From an optimization exercise on the open Yosys and OpenROAD flow, aimed at small area, a short achievable clock period and few clock cycles per item; shortcuts taken in it are not production practice.
No functional check of the RTL was part of any run shown here.
Power figures rest on the tool's default switching activity, not on a simulated workload.

`design/flow/config.mk`:
```
export PLATFORM = sky130hd
export DESIGN_NAME = address_region_dispatch_table
export DESIGN_NICKNAME = address_region_dispatch_table
export VERILOG_FILES = /design/flow/design.v
export SDC_FILE = /design/flow/constraint.sdc
export NUM_CORES = 4
export LEC_CHECK = 0
export ABC_CLOCK_PERIOD_IN_PS = 2500
export CAP_MARGIN = 20
export CORE_MARGIN = 2
export CORE_UTILIZATION = 40
export SETUP_SLACK_MARGIN = 3.4
export SLEW_MARGIN = 20
```
`design/flow/constraint.sdc`:
```
create_clock -name core_clock -period 6.0 [get_ports {clk}]
set_input_delay 1.2000 -clock core_clock [delete_from_list [all_inputs] [get_ports {clk}]]
set_output_delay 1.2000 -clock core_clock [all_outputs]
set_load 0.01 [all_outputs]
```
`design/flow/design.v`:
```
`timescale 1ns / 1ps
`default_nettype none
package ardt_pkg;
	localparam int ENTRIES    = 16;
	localparam int ADDR_WIDTH = 32;
	localparam int TAG_WIDTH  = 16;
	localparam int SLOT_W     = 4;
	localparam logic [1:0] OP_REGISTER   = 2'd0;
	localparam logic [1:0] OP_UNREGISTER = 2'd1;
	localparam logic [1:0] OP_DISPATCH   = 2'd2;
	localparam logic [1:0] STAT_OK       = 2'd0;
	localparam logic [1:0] STAT_MISS     = 2'd1;
	localparam logic [1:0] STAT_ZERO_LEN = 2'd2;
	localparam logic [1:0] STAT_FULL     = 2'd3;
endpackage
`default_nettype wire
`timescale 1ns / 1ps
`default_nettype none
module ardt_range_cmp (
	input  logic [31:0] addr,
	input  logic [31:0] base,
	input  logic [31:0] lim,
	input  logic        wrap,
	output logic        hit
);
	logic ge_base;
	logic ge_end;
	ardt_ge u_ge_base (.a(addr), .b(base), .ge(ge_base));
	ardt_ge u_ge_end  (.a(addr), .b(lim),  .ge(ge_end));
	assign hit = wrap ? (ge_base | !ge_end) : (ge_base & !ge_end);
endmodule
module ardt_ge (
	input  logic [31:0] a,
	input  logic [31:0] b,
	output logic        ge
);
	always_comb begin
		logic [31:0] g, p;
		g = a & ~b;
		p = a | ~b;
		for (int w = 1; w < 32; w = w * 2) begin
			for (int i = 0; i < 32; i++) begin
				if ((i % (2 * w)) == (2 * w - 1)) begin
					g[i] = g[i] | (p[i] & g[i - w]);
					p[i] = p[i] & p[i - w];
				end
			end
		end
		ge = g[31] | p[31];
	end
endmodule
`default_nettype wire
`timescale 1ns / 1ps
`default_nettype none
module ardt_slot_mem (
	input  logic             clk,
	input  logic [15:0]      wr_sel,
	input  logic [31:0]      wr_base,
	input  logic [31:0]      wr_lim,
	input  logic             wr_wrap,
	input  logic [15:0]      wr_tag,
	output logic [16*32-1:0] base_o,
	output logic [16*32-1:0] lim_o,
	output logic [15:0]      wrap_o,
	output logic [16*16-1:0] tag_o
);
	logic [31:0] base_q [16];
	logic [31:0] lim_q  [16];
	logic        wrap_q [16];
	logic [15:0] tag_q  [16];
	always_ff @(posedge clk) begin
		for (int i = 0; i < 16; i++) begin
			if (wr_sel[i]) begin
				base_q[i] <= wr_base;
				lim_q[i]  <= wr_lim;
				wrap_q[i] <= wr_wrap;
				tag_q[i]  <= wr_tag;
			end
		end
	end
	always_comb begin
		for (int i = 0; i < 16; i++) begin
			base_o[i*32 +: 32] = base_q[i];
			lim_o[i*32 +: 32]  = lim_q[i];
			wrap_o[i]          = wrap_q[i];
			tag_o[i*16 +: 16]  = tag_q[i];
		end
	end
endmodule
`default_nettype wire
`timescale 1ns / 1ps
`default_nettype none
module ardt_ctrl (
	input  logic        clk,
	input  logic        arst_n,
	input  logic        accept,
	output logic        req_ready,
	input  logic        push,
	input  logic [21:0] push_data,
	output logic        rsp_valid,
	input  logic        rsp_ready,
	output logic [21:0] rsp_data
);
	logic [21:0] ent0_q, ent1_q, ent2_q;
	logic [2:0]  occ_q;      
	logic [1:0]  cnt_q;
	logic        ready_q;
	logic        pop;
	logic [1:0]  cnt_d;
	assign pop       = occ_q[0] && rsp_ready;
	assign rsp_valid = occ_q[0];
	assign rsp_data  = ent0_q;
	assign req_ready = ready_q;
	always_comb begin
		cnt_d = cnt_q;
		if (accept && !pop) cnt_d = cnt_q + 2'd1;
		else if (!accept && pop) cnt_d = cnt_q - 2'd1;
	end
	always_ff @(posedge clk or negedge arst_n) begin
		if (!arst_n) begin
			occ_q   <= '0;
			cnt_q   <= '0;
			ready_q <= 1'b0;
		end else begin
			cnt_q   <= cnt_d;
			ready_q <= (cnt_d != 2'd3);
			if (pop && !push)      occ_q <= {1'b0, occ_q[2:1]};
			else if (push && !pop) occ_q <= {occ_q[1:0], 1'b1};
		end
	end
	always_ff @(posedge clk) begin
		if (pop) begin
			ent0_q <= (push && !occ_q[1]) ? push_data : ent1_q;
			ent1_q <= (push && occ_q[1] && !occ_q[2]) ? push_data : ent2_q;
			if (push && occ_q[2]) ent2_q <= push_data;
		end else if (push) begin
			if (!occ_q[0])                ent0_q <= push_data;
			if (occ_q[0] && !occ_q[1])    ent1_q <= push_data;
			if (occ_q[1] && !occ_q[2])    ent2_q <= push_data;
		end
	end
endmodule
`default_nettype wire
`timescale 1ns / 1ps
`default_nettype none
module address_region_dispatch_table (
	input  logic        clk,
	input  logic        arst_n,
	input  logic        req_valid,
	output logic        req_ready,
	input  logic [1:0]  req_opcode,
	input  logic [31:0] req_address,
	input  logic [31:0] req_length,
	input  logic [15:0] req_handler_tag,
	input  logic [3:0]  req_ticket,
	output logic        rsp_valid,
	input  logic        rsp_ready,
	output logic [1:0]  rsp_status,
	output logic [3:0]  rsp_ticket_out,
	output logic [15:0] rsp_tag_out
);
	logic accept;
	assign accept = req_valid && req_ready;
	logic [15:0]      valid_q;
	logic [15:0]      wr_sel;
	logic [16*32-1:0] base_a;
	logic [16*32-1:0] lim_a;
	logic [15:0]      wrap_a;
	logic [16*16-1:0] tag_a;
	logic [31:0]      wr_lim;
	logic             wr_wrap;
	assign {wr_wrap, wr_lim} = {1'b0, req_address} + {1'b0, req_length};
	ardt_slot_mem u_slot_mem (
		.clk     (clk),
		.wr_sel  (wr_sel),
		.wr_base (req_address),
		.wr_lim  (wr_lim),
		.wr_wrap (wr_wrap),
		.wr_tag  (req_handler_tag),
		.base_o  (base_a),
		.lim_o   (lim_a),
		.wrap_o  (wrap_a),
		.tag_o   (tag_a)
	);
	logic        is_reg, is_unreg, is_disp, len_zero;
	logic [15:0] hit;
	logic [15:0] free_first;
	logic [15:0] tk_dec;
	logic [15:0] cand;
	logic [1:0]  st_none;
	assign is_reg   = (req_opcode == ardt_pkg::OP_REGISTER);
	assign is_unreg = (req_opcode == ardt_pkg::OP_UNREGISTER);
	assign is_disp  = (req_opcode == ardt_pkg::OP_DISPATCH);
	assign len_zero = (req_length == 32'd0);
	for (genvar i = 0; i < 16; i++) begin : g_cmp
		logic h;
		ardt_range_cmp u_cmp (
			.addr (req_address),
			.base (base_a[i*32 +: 32]),
			.lim  (lim_a[i*32 +: 32]),
			.wrap (wrap_a[i]),
			.hit  (h)
		);
		assign hit[i] = h && valid_q[i];
	end
	always_comb begin
		for (int i = 0; i < 16; i++) begin
			free_first[i] = !valid_q[i];
			for (int j = 0; j < i; j++) if (!valid_q[j]) free_first[i] = 1'b0;
			tk_dec[i] = (req_ticket == 4'(i));
		end
	end
	assign wr_sel = (accept && is_reg && !len_zero) ? free_first : 16'd0;
	always_comb begin
		if (is_disp)                    cand = hit;
		else if (is_reg && !len_zero)   cand = ~valid_q;
		else if (is_unreg)              cand = tk_dec & valid_q;
		else                            cand = 16'd0;
	end
	always_comb begin
		if (is_reg) st_none = len_zero ? ardt_pkg::STAT_ZERO_LEN : ardt_pkg::STAT_FULL;
		else        st_none = ardt_pkg::STAT_MISS;
	end
	always_ff @(posedge clk or negedge arst_n) begin
		if (!arst_n) begin
			valid_q <= '0;
		end else if (accept) begin
			if (is_reg && !len_zero) valid_q <= valid_q | free_first;
			else if (is_unreg)       valid_q <= valid_q & ~tk_dec;
		end
	end
	logic        s_v;
	logic [15:0] s_cand;
	logic [1:0]  s_st;
	logic        s_unreg;
	logic [3:0]  s_tk;
	always_ff @(posedge clk or negedge arst_n) begin
		if (!arst_n) s_v <= 1'b0;
		else         s_v <= accept;
	end
	always_ff @(posedge clk) begin
		s_cand  <= cand;
		s_st    <= st_none;
		s_unreg <= is_unreg;
		s_tk    <= req_ticket;
	end
	logic [15:0] pick;
	logic [3:0]  pick_idx;
	logic [15:0] pick_tag;
	logic [21:0] res;
	always_comb begin
		pick_idx = 4'd0;
		pick_tag = 16'd0;
		for (int i = 0; i < 16; i++) begin
			pick[i] = s_cand[i];
			for (int j = 0; j < i; j++) if (s_cand[j]) pick[i] = 1'b0;
			if (pick[i]) pick_idx = pick_idx | 4'(i);
			pick_tag = pick_tag | ({16{pick[i]}} & tag_a[i*16 +: 16]);
		end
	end
	assign res[21:20] = (s_cand != 16'd0) ? ardt_pkg::STAT_OK : s_st;
	assign res[19:16] = s_unreg ? s_tk : pick_idx;
	assign res[15:0]  = pick_tag;
	logic [21:0] rsp_data;
	ardt_ctrl u_ctrl (
		.clk       (clk),
		.arst_n    (arst_n),
		.accept    (accept),
		.req_ready (req_ready),
		.push      (s_v),
		.push_data (res),
		.rsp_valid (rsp_valid),
		.rsp_ready (rsp_ready),
		.rsp_data  (rsp_data)
	);
	assign rsp_status     = rsp_data[21:20];
	assign rsp_ticket_out = rsp_data[19:16];
	assign rsp_tag_out    = rsp_data[15:0];
endmodule
`default_nettype wire
```
`design/flow/run.sh`:
```
#!/bin/bash
# synth_recipe.tcl (not shown) runs the flow's synth.tcl, then flattens the netlist and writes it again
# the make line also repeats each setting of config.mk as NAME=value (left out here)
make -C /OpenROAD-flow-scripts/flow DESIGN_CONFIG=/design/flow/config.mk WORK_HOME=/design/flow/orfs CLKGATE_MAP_FILE= SYNTH_SCRIPT=/design/flow/synth_recipe.tcl finish
```
==> results of run 1 <==
[stage by stage]
stage	utilization, %	TNS (ns)
finish	53.4	0
global route	53.4	0
CTS	51.8	0
detailed placement	43.2	-1.31
global placement	43.2	0
floorplan	-	0
[cells in the final DEF (no fill, tap or decap), types with 23 or more instances in the layout]
cell,instances
sky130_fd_sc_hd__o22ai_1,105
sky130_fd_sc_hd__maj3_2,129
sky130_fd_sc_hd__ha_1,25
sky130_fd_sc_hd__buf_8,29
sky130_fd_sc_hd__buf_16,93
sky130_fd_sc_hd__nor2_1,242
sky130_fd_sc_hd__a221oi_1,57
sky130_fd_sc_hd__clkinv_1,39
sky130_fd_sc_hd__nand4_1,23
sky130_fd_sc_hd__inv_1,184
sky130_fd_sc_hd__bufbuf_16,29
sky130_fd_sc_hd__a21oi_1,141
sky130_fd_sc_hd__o21ai_0,123
sky130_fd_sc_hd__o221ai_1,40
sky130_fd_sc_hd__nand3_1,49
sky130_fd_sc_hd__clkinv_2,24
sky130_fd_sc_hd__edfxtp_1,1362
sky130_fd_sc_hd__a21oi_2,33
sky130_fd_sc_hd__nand2b_1,161
sky130_fd_sc_hd__a211oi_1,38
sky130_fd_sc_hd__buf_4,259
sky130_fd_sc_hd__a221o_1,41
sky130_fd_sc_hd__clkbuf_1,23
sky130_fd_sc_hd__nor2b_1,127
sky130_fd_sc_hd__nor3_1,36
sky130_fd_sc_hd__a21o_1,27
sky130_fd_sc_hd__buf_2,54
sky130_fd_sc_hd__a22oi_1,76
sky130_fd_sc_hd__maj3_1,278
sky130_fd_sc_hd__buf_12,123
sky130_fd_sc_hd__a222oi_1,97
sky130_fd_sc_hd__buf_6,126
sky130_fd_sc_hd__a22o_1,41
sky130_fd_sc_hd__a31oi_1,32
sky130_fd_sc_hd__nand2_1,216
sky130_fd_sc_hd__clkbuf_16,177
[worst max-delay path: stages]
cell	delay (ns)
sky130_fd_sc_hd__buf_6	0.13
sky130_fd_sc_hd__ha_1	0.34
sky130_fd_sc_hd__o21a_1	0.22
sky130_fd_sc_hd__o21ai_1	0.33
sky130_fd_sc_hd__nor4b_4	0.07
sky130_fd_sc_hd__buf_4	0.15
sky130_fd_sc_hd__nor4b_4	0.27
sky130_fd_sc_hd__buf_6	0.19
sky130_fd_sc_hd__o2111ai_2	0.13
sky130_fd_sc_hd__nand2_2	0.18
sky130_fd_sc_hd__o21ai_4	0.08
sky130_fd_sc_hd__a211oi_2	0.31
sky130_fd_sc_hd__buf_4	0.18
sky130_fd_sc_hd__nor2_4	0.04
sky130_fd_sc_hd__xor2_4	0.18
sky130_fd_sc_hd__buf_6	0.15
sky130_fd_sc_hd__buf_12	0.13
[where the power goes]
| part | internal, mW | total [mW] | switching, mW |
|---|---|---|---|
| clock | 5.15 | 9.31 | 4.16 |
| combinational | 1.50 | 3.80 | 2.31 |
| sequential | 11.4 | 11.6 | 0.180 |
[routing by layer]
layer,part of all wire [%],GRT usage (%),wire (um),vias up
met4,5.5,13.0,13000,2
met3,12,7.08,29300,587
met1,38,37.8,88900,23600
met2,45,42.7,106000,2991
li1,-,-,-,19500
met5,0.0072,0,17,-
[worst max path at each step]
stage / slack (ns) / from / end
3_5_place_dp: -0.08 / req_address[1] / u_slot_mem.lim_q[13][31]
3_3_place_gp: 0.06 / req_length[1] / u_slot_mem.lim_q[4][31]
2_1_floorplan: 1.47 / req_valid / u_slot_mem.base_q[7][0]
5_1_grt: 2.19 / req_address[0] / u_slot_mem.lim_q[0][27]
6_report: 2.25 / req_address[4] / u_slot_mem.lim_q[5][27]
4_1_cts: 2.33 / req_address[0] / u_slot_mem.lim_q[0][27]
[cell families after synthesis]
logic type	Yosys count	synth area share (%)
and+or+nand+nor	1049	8.39
xor gates and xnor gates	29	0.406
muxes	23	0.408
adders and majority gates	443	7.31
DFF	1408	67.1
AOI/OAI and AO/OA	1169	13.6
buffers and inverters	452	2.77
[area by class of cell]
| class | instances | area [um^2] | area share (%) |
|---|---|---|---|
| diodes | 1 | 2.50 | 0.00301 |
| clock buffers | 180 | 3940 | 4.73 |
| clock inverters | 89 | 1010 | 1.21 |
| inverters | 215 | 945 | 1.14 |
| multi-input cells | 2715 | 21700 | 26.1 |
| flip-flops and latches | 1408 | 42000 | 50.4 |
| well taps | 2058 | 2570 | 3.09 |
| repair buffers | 774 | 11000 | 13.3 |
[repair_timing]
item / 4_1_cts / 5_1_grt
buffers inserted: 214 / 89
gates resized for setup: 1154 / 290
pin swaps: 281 / 214
cloned: 124 / 37
setup endpoints to repair: 1883 / 1526
[flip-flops by register name, summed over array words and instances, names as in the netlist, 4 cells and up]
name / flops
u_slot_mem.base_q: 512
valid_q: 16
s_cand: 16
u_slot_mem.lim_q: 512
u_ctrl.ent0_q: 22
s_tk: 4
u_slot_mem.tag_q: 256
u_ctrl.ent2_q: 22
u_slot_mem.wrap_q: 16
u_ctrl.ent1_q: 22
==> run summary, run 1 <==
# TYPE chip_impl_metric gauge
chip_impl_metric{name="dp.cells",unit=""} 6706
chip_impl_metric{name="finalSetupViolations",unit=""} 0
chip_impl_info{name="biggest_area_contributors_in_the_synthesized_netlist",value="sky130_fd_sc_hd__edfxtp_1 65%, sky130_fd_sc_hd__maj3_1 6.1%, sky130_fd_sc_hd__nand2b_1 1.6%, sky130_fd_sc_hd__nor2_1 1.6%, sky130_fd_sc_hd__a222oi_1 1.6%"} 1
chip_impl_metric{name="globalRouteOverflowTotal",unit=""} 0
chip_impl_info{name="yosys-top-cells-count",value="1362 x sky130_fd_sc_hd__edfxtp_1, 378 x sky130_fd_sc_hd__maj3_1, 267 x sky130_fd_sc_hd__nor2_1, 236 x sky130_fd_sc_hd__nand2_1, 199 x sky130_fd_sc_hd__inv_1"} 1
chip_impl_metric{name="synth_cells",unit=""} 4573
chip_impl_metric{name="setup_ws",unit="ns"} 2.25
chip_impl_info{name="endpoint_of_the_worst_register_to_register_path",value="s_cand[15]"} 1
chip_impl_metric{name="first_pass_grt_wire_length",unit="um"} 320000
chip_impl_metric{name="worst_r2r_path_depth",unit=""} 9
chip_impl_info{name="setup.worst_path.end_class",value="flip-flop"} 1
chip_impl_metric{name="port_buffers",unit=""} 113
chip_impl_info{name="ctsRootBufferMaster",value="sky130_fd_sc_hd__clkbuf_16"} 1
chip_impl_metric{name="post_detailed_placement_cell_area",unit="mm^2"} 0.0673
chip_impl_metric{name="grt_max_degree",unit=""} 82
chip_impl_metric{name="min_period",unit="ns"} 3.75
chip_impl_metric{name="route.detailed.drc",unit=""} 0
chip_impl_info{name="setup_repair_after_global_routing_missed_its_margin",value="true"} 1
chip_impl_metric{name="slew_headroom",unit="%"} 10.7
chip_impl_metric{name="die_width",unit="um"} 399
chip_impl_metric{name="synth.ff_latch_count",unit=""} 1408
chip_impl_metric{name="yosysUniqueCellTypes",unit=""} 89
chip_impl_metric{name="rows",unit=""} 145
chip_impl_info{name="min_to",value="u_ctrl.cnt_q[1]"} 1
chip_impl_info{name="crit_path_start_kind",value="input port"} 1
chip_impl_metric{name="worst-path-max-fanout",unit=""} 8
chip_impl_metric{name="synth.cell_area",unit="mm^2"} 0.0625
chip_impl_metric{name="synth_fp_nets",unit=""} 4698
chip_impl_metric{name="setup.reg_to_reg.worst_slack",unit="ns"} 2.72
chip_impl_metric{name="clk_transition_reported_paths",unit="ns"} 0.06
chip_impl_metric{name="grt_use_total",unit="%"} 28.1
chip_impl_metric{name="post_route_insts_no_fill",unit=""} 7440
chip_impl_metric{name="dr.pass1.iters",unit=""} 8
chip_impl_info{name="outcome",value="timing/DRC/antenna clean"} 1
chip_impl_metric{name="cts-htree-levels",unit=""} 4
chip_impl_metric{name="drtAntennaViolNets",unit=""} 0
chip_impl_metric{name="syn-mean-instance-area",unit="um^2"} 13.7
chip_impl_info{name="post-synth-top-count-cell",value="sky130_fd_sc_hd__edfxtp_1"} 1
chip_impl_info{name="critical_path.reg2reg.startpoint",value="u_slot_mem.lim_q[15][8]"} 1
chip_impl_metric{name="grt_pass1_vias",unit=""} 43600
chip_impl_metric{name="totalWireLength",unit="um"} 237000
chip_impl_metric{name="worst-slew-pin-transition",unit="ns"} 1.33
chip_impl_info{name="worstHoldStart",value="u_ctrl.cnt_q[1]"} 1
chip_impl_metric{name="hold_violation_count_in_the_final_report",unit=""} 0
chip_impl_metric{name="cts-buffers-inserted",unit=""} 150
chip_impl_metric{name="timing.final.crit_share",unit="%"} 62.5
chip_impl_metric{name="p_leak",unit="nW"} 28.4
chip_impl_metric{name="final.fill_count",unit=""} 12400
chip_impl_metric{name="detailedRoute.firstIterationViolations",unit=""} 7128
chip_impl_metric{name="vias_per_cell",unit=""} 6.28
chip_impl_metric{name="yosys_warnings",unit=""} 8
chip_impl_metric{name="drive_above_1_share",unit="%"} 28.0
chip_impl_metric{name="layout.nets",unit=""} 5389
chip_impl_metric{name="post_dr_wirelength_cell",unit="um"} 31.8
chip_impl_metric{name="gp_congestion",unit=""} 0.918
chip_impl_metric{name="dieHeight",unit="um"} 399
chip_impl_metric{name="synth-edff-count",unit=""} 1362
chip_impl_metric{name="io_pins",unit=""} 114
chip_impl_info{name="postSynth.topFlopCell",value="sky130_fd_sc_hd__edfxtp_1"} 1
chip_impl_metric{name="dp_hpwl",unit="um"} 123000
chip_impl_metric{name="cts_max_path_buffers",unit=""} 3
chip_impl_info{name="yosysTopAreaCell",value="sky130_fd_sc_hd__edfxtp_1"} 1
chip_impl_metric{name="report.final.slew_viol_count",unit=""} 0
chip_impl_metric{name="final_cell_area",unit="mm^2"} 0.0832
chip_impl_metric{name="place_worst_setup_slack",unit="ns"} -0.0829
chip_impl_metric{name="worst_skew_pair.late_latency",unit="ns"} 0.84
chip_impl_metric{name="post_cts_hold_buffers",unit=""} 0
chip_impl_info{name="tritoncts",value="built"} 1
chip_impl_metric{name="power-per-cell-area",unit="mW/mm^2"} 297
chip_impl_metric{name="area_growth",unit="%"} 33.1
chip_impl_metric{name="vias",unit=""} 46700
chip_impl_metric{name="ir_drop",unit="uV"} 337
chip_impl_metric{name="synth_async_sr_flop_share",unit="%"} 1.63
chip_impl_metric{name="synth_largest_type_area_fraction",unit="%"} 65.4
chip_impl_metric{name="design.core.area",unit="mm^2"} 0.156
chip_impl_metric{name="clock.fmax",unit="MHz"} 267
chip_impl_metric{name="yosysSeqAreaShare",unit="%"} 67.1
chip_impl_info{name="worstHoldPathType",value="reg -> reg"} 1
chip_impl_metric{name="grt_antenna_before_repair",unit=""} 8
chip_impl_metric{name="initial_core_utilization",unit="%"} 40.2
chip_impl_metric{name="worstPathRequired",unit="ns"} 6.55
chip_impl_metric{name="clock_sinks",unit=""} 1408
chip_impl_metric{name="min_path_cells",unit=""} 1
chip_impl_metric{name="final.setup_skew",unit="ns"} 0.0594
chip_impl_metric{name="worstPathArrival",unit="ns"} 4.30
chip_impl_metric{name="final_worst_hold_slack",unit="ns"} 0.478
chip_impl_metric{name="drv.max_cap_violation_count",unit=""} 0
chip_impl_info{name="criticalPathCategory",value="in -> reg"} 1
chip_impl_metric{name="dieArea",unit="mm^2"} 0.159
chip_impl_metric{name="fin_total_pwr",unit="mW"} 24.7
==> run 2, diff against run 1 <==
--- a/design/flow/config.mk
+++ b/design/flow/config.mk
@@ -5,9 +5,9 @@
 export SDC_FILE = /design/flow/constraint.sdc
 export NUM_CORES = 4
 export LEC_CHECK = 0
-export ABC_CLOCK_PERIOD_IN_PS = 2500
 export CAP_MARGIN = 20
 export CORE_MARGIN = 2
 export CORE_UTILIZATION = 40
-export SETUP_SLACK_MARGIN = 3.4
+export SETUP_SLACK_MARGIN = 2.8
 export SLEW_MARGIN = 20
+export TNS_END_PERCENT = 10
==> run 2 against run 1 <==
Against the previous run: synthesized cell count unchanged; register-to-register slack got worse by 0.10 ns; via count decreased by 7.1%; cell count decreased by 4.1%; area after synthesis unchanged; combinational power decreased by 14%; fmax increased by 1.4%; global-route usage decreased by 3.4 points; core utilization decreased by 4.4 points; clock power about the same; sequential share of layout area increased by 4.5 points.
==> run summary, run 2 <==
# TYPE chip_impl_metric gauge
chip_impl_metric{name="final.setup_skew",unit="ns"} 0.0345
chip_impl_metric{name="first_pass_grt_wire_length",unit="um"} 287000
chip_impl_metric{name="final_cell_area",unit="mm^2"} 0.0763
chip_impl_metric{name="gp_congestion",unit=""} 0.940
chip_impl_metric{name="route.detailed.drc",unit=""} 0
chip_impl_metric{name="worst-path-max-fanout",unit=""} 8
chip_impl_metric{name="globalRouteOverflowTotal",unit=""} 0
chip_impl_metric{name="slew_headroom",unit="%"} 20.8
chip_impl_metric{name="clock.fmax",unit="MHz"} 270
chip_impl_metric{name="drive_above_1_share",unit="%"} 20.1
chip_impl_metric{name="drv.max_cap_violation_count",unit=""} 0
chip_impl_info{name="crit_path_start_kind",value="input port"} 1
chip_impl_metric{name="yosys_warnings",unit=""} 8
chip_impl_metric{name="finalSetupViolations",unit=""} 0
chip_impl_info{name="setup.worst_path.end_class",value="flip-flop"} 1
chip_impl_metric{name="initial_core_utilization",unit="%"} 40.2
chip_impl_metric{name="cts_max_path_buffers",unit=""} 3
chip_impl_metric{name="vias_per_cell",unit=""} 6.08
chip_impl_metric{name="grt_max_degree",unit=""} 82
chip_impl_metric{name="die_width",unit="um"} 399
chip_impl_metric{name="routed-wl-met3",unit="um"} 18900
chip_impl_info{name="slowest_library_cell_on_the_worst_path",value="sky130_fd_sc_hd__ha_2"} 1
chip_impl_metric{name="synth_async_sr_flop_share",unit="%"} 1.63
chip_impl_metric{name="worst-slew-pin-transition",unit="ns"} 1.19
chip_impl_metric{name="cts-buffers-inserted",unit=""} 152
chip_impl_metric{name="grt_pass1_vias",unit=""} 41500
chip_impl_metric{name="clk_transition_reported_paths",unit="ns"} 0.06
chip_impl_metric{name="ir_drop",unit="uV"} 309
chip_impl_metric{name="worstPathRequired",unit="ns"} 6.65
chip_impl_metric{name="rows",unit=""} 145
chip_impl_metric{name="synth.ff_latch_count",unit=""} 1408
chip_impl_metric{name="yosysSeqAreaShare",unit="%"} 67.1
chip_impl_info{name="ctsRootBufferMaster",value="sky130_fd_sc_hd__clkbuf_16"} 1
chip_impl_metric{name="post_detailed_placement_cell_area",unit="mm^2"} 0.0674
chip_impl_metric{name="design.core.area",unit="mm^2"} 0.156
chip_impl_metric{name="hold_violation_count_in_the_final_report",unit=""} 0
chip_impl_metric{name="synth_fp_nets",unit=""} 4698
chip_impl_metric{name="port_buffers",unit=""} 113
chip_impl_info{name="yosysTopAreaCell",value="sky130_fd_sc_hd__edfxtp_1"} 1
chip_impl_metric{name="grt_antenna_before_repair",unit=""} 2
chip_impl_info{name="tritoncts",value="built"} 1
chip_impl_metric{name="yosysUniqueCellTypes",unit=""} 89
chip_impl_metric{name="wl_met1",unit="um"} 82300
chip_impl_metric{name="worst_skew_pair.late_latency",unit="ns"} 0.81
chip_impl_metric{name="layout.nets",unit=""} 5088
chip_impl_metric{name="dr.pass1.iters",unit=""} 8
chip_impl_info{name="crit_path_cell_trace",value="buf_4, ha_2, and3_4, nand4_1, nor4b_4, nor4b_2, buf_4, o2111ai_4, nand2_4, o21ai_4, buf_6, a211oi_4, o311ai_2, xor2_2, clkbuf_16"} 1
chip_impl_info{name="biggest_area_contributors_in_the_synthesized_netlist",value="sky130_fd_sc_hd__edfxtp_1 65%, sky130_fd_sc_hd__maj3_1 6.1%, sky130_fd_sc_hd__nand2b_1 1.6%, sky130_fd_sc_hd__nor2_1 1.6%, sky130_fd_sc_hd__a222oi_1 1.6%"} 1
chip_impl_metric{name="synth.cell_area",unit="mm^2"} 0.0625
chip_impl_info{name="post-synth-top-count-cell",value="sky130_fd_sc_hd__edfxtp_1"} 1
chip_impl_metric{name="detailedRoute.firstIterationViolations",unit=""} 5687
chip_impl_metric{name="min_period",unit="ns"} 3.70
chip_impl_metric{name="report.final.slew_viol_count",unit=""} 0
chip_impl_info{name="outcome",value="timing/DRC/antenna clean"} 1
chip_impl_metric{name="timing.final.crit_share",unit="%"} 61.7
chip_impl_info{name="yosys-top-cells-count",value="1362 x sky130_fd_sc_hd__edfxtp_1, 378 x sky130_fd_sc_hd__maj3_1, 267 x sky130_fd_sc_hd__nor2_1, 236 x sky130_fd_sc_hd__nand2_1, 199 x sky130_fd_sc_hd__inv_1"} 1
chip_impl_metric{name="critical_path.max_stage_delay",unit="ns"} 0.37
chip_impl_metric{name="dieArea",unit="mm^2"} 0.159
chip_impl_info{name="timing.critical_path.mode_cell",value="sky130_fd_sc_hd__buf_4"} 1
chip_impl_metric{name="final_worst_hold_slack",unit="ns"} 0.468
chip_impl_metric{name="cts-htree-levels",unit=""} 4
chip_impl_info{name="postSynth.topFlopCell",value="sky130_fd_sc_hd__edfxtp_1"} 1
chip_impl_info{name="criticalPathCategory",value="in -> reg"} 1
chip_impl_metric{name="post_dr_wirelength_cell",unit="um"} 28.2
chip_impl_info{name="worstHoldPathType",value="reg -> reg"} 1
chip_impl_metric{name="io_pins",unit=""} 114
chip_impl_metric{name="clock_sinks",unit=""} 1408
chip_impl_metric{name="drtAntennaViolNets",unit=""} 0
chip_impl_metric{name="grt_use_total",unit="%"} 24.7
chip_impl_metric{name="dieHeight",unit="um"} 399
chip_impl_metric{name="synth_largest_type_area_fraction",unit="%"} 65.4
chip_impl_metric{name="vias",unit=""} 43400
chip_impl_info{name="setup_repair_after_global_routing_missed_its_margin",value="true"} 1
chip_impl_metric{name="dp_hpwl",unit="um"} 127000
chip_impl_info{name="final_cell_mix",value="1362 x sky130_fd_sc_hd__edfxtp_1, 303 x sky130_fd_sc_hd__maj3_1, 245 x sky130_fd_sc_hd__nor2_1"} 1
chip_impl_info{name="dr.max_layer_used",value="met4"} 1
chip_impl_info{name="layout_top_registers",value="u_slot_mem.base_q x512, u_slot_mem.lim_q x512, u_slot_mem.tag_q x256"} 1
chip_impl_metric{name="power-per-cell-area",unit="mW/mm^2"} 316
chip_impl_metric{name="met2_wirelength",unit="um"} 93300
chip_impl_info{name="layout_commonest_cell",value="sky130_fd_sc_hd__edfxtp_1"} 1
chip_impl_metric{name="totalWireLength",unit="um"} 201000
chip_impl_metric{name="p_leak",unit="nW"} 25.3
chip_impl_metric{name="worstPathArrival",unit="ns"} 4.35
chip_impl_metric{name="synth-edff-count",unit=""} 1362
chip_impl_metric{name="area_growth",unit="%"} 22.1
chip_impl_metric{name="syn-mean-instance-area",unit="um^2"} 13.7
chip_impl_metric{name="synth_cells",unit=""} 4573
chip_impl_metric{name="fin_tns_setup",unit="ns"} 0
## run 2: cell counts after synthesis
No cell type changed its count.
## run 2: critical path, delay by kind of cell
kind | cells | cell delay [ns]
XOR/XNOR | 1 | 0.35
AND/OR/NAND/NOR | 5 | 0.92
adder cells (fa/ha/maj) | 1 | 0.37
buffers and inverters | 4 | 0.70
AO/OA/AOI/OAI | 4 | 0.78
## run 2: cells by family (layout without fill, tap and decap cells)
group / Yosys count / in the layout / share of synthesized area [%]
other cells: 0 / 2 / 0
mux: 23 / 23 / 0.408
compound gates: 1169 / 1169 / 13.6
xor+xnor: 29 / 29 / 0.406
fa+ha+maj: 443 / 443 / 7.31
simple gates: 1049 / 1050 / 8.39
buf+inv: 452 / 953 / 2.77
flops: 1408 / 1408 / 67.1
## run 2: stage by stage
step / total power [mW] / utilization, % / std cells / setup WS, ns
detailed placement: 14.6 / 43.3 / 6720 / 0.446
floorplan: 13.3 / - / 4573 / 1.47
global route: 24.9 / 49.0 / 7133 / 2.24
finish: 24.1 / 49.0 / 7135 / 2.30
CTS: 24.1 / 48.5 / 7099 / 2.25
global placement: 14.6 / 43.3 / 6717 / 0.447
## run 2: timing repair
action | in CTS | in global routing
setup buffers | 89 | 29
endpoints found under the setup margin | 1748 | 1216
hold buffers | 0 | 0
gates resized for setup | 552 | 110
cloned | 24 | 5
pin swaps | 202 | 61
## run 2: layout make-up
type	instances	area, um^2
fillers	13300	79300
flip-flops and latches	1408	41900
multi-input cells	2714	20800
repair buffers	469	5140
clock buffers	200	4000
well taps	2058	2570
inverters	215	956
clock inverters	66	925
repair inverters	3	18.8
diodes	2	5.00
## run 2: path summary, 6_finish.rpt
path                                          start                      end  slack, ns  cells past startpoint
max in group asynchronous                    arst_n                      s_v       4.98                      2
setup reg to reg           u_slot_mem.base_q[14][0]               s_cand[14]       2.62                     11
hold reg to reg                     u_ctrl.cnt_q[1]          u_ctrl.cnt_q[1]       0.47                      1
setup / recovery                     req_address[9]  u_slot_mem.lim_q[3][31]       2.30                     15
min in group asynchronous                    arst_n               valid_q[0]       0.76                      2
hold / removal                      u_ctrl.cnt_q[1]          u_ctrl.cnt_q[1]       0.47                      1
## run 2: power by group
| part | switching [mW] | internal (mW) | total (mW) |
|---|---|---|---|
| clock | 4.05 | 5.25 | 9.31 |
| combinational | 2.04 | 1.21 | 3.25 |
| sequential | 0.166 | 11.4 | 11.6 |
| total | 6.25 | 17.9 | 24.1 |
## run 2: metal layers
metal / vias up / GRT usage, %
li1: 18800 / -
met1: 22100 / 34.3
met2: 2126 / 39.0
met3: 347 / 4.56
met4: 0 / 8.34
met5: - / 0

afterwards: timing with drivers on the ports:
In the flow no input, the clock included, has a driving cell. The finished layouts below were timed again as built, in two steps. Step 1 sets driving cells, clkbuf_16 on the clock port and buf_2 on the other inputs (assumed; they add their load-dependent delay and slew). Step 2 adds t to the input delays and takes it off the output delays; t is the mean of the earliest and latest rising clock arrival at the registers after step 1. Input paths then give back, and output paths get back, about the clock's delay inside the block. a / b / c = no drivers / after step 1 / after step 2; a / b = the first two.
run | t (ns) | setup WS [ns] | worst setup path at the end | worst slew at a driven data input, ns | cell pins on the clock port's net
run 1 | 0.895 | 2.250 / 2.258 / 1.363 | input to register | 0.11 | 1
run 2 | 0.887 | 2.300 / 2.320 / 1.433 | input to register | 0.11 | 1
After both steps setup and hold are still met in every run listed. For run 1, which loses most, drivers alone change the setup slack by +0.008 ns; drivers and shift together by -0.887 ns.
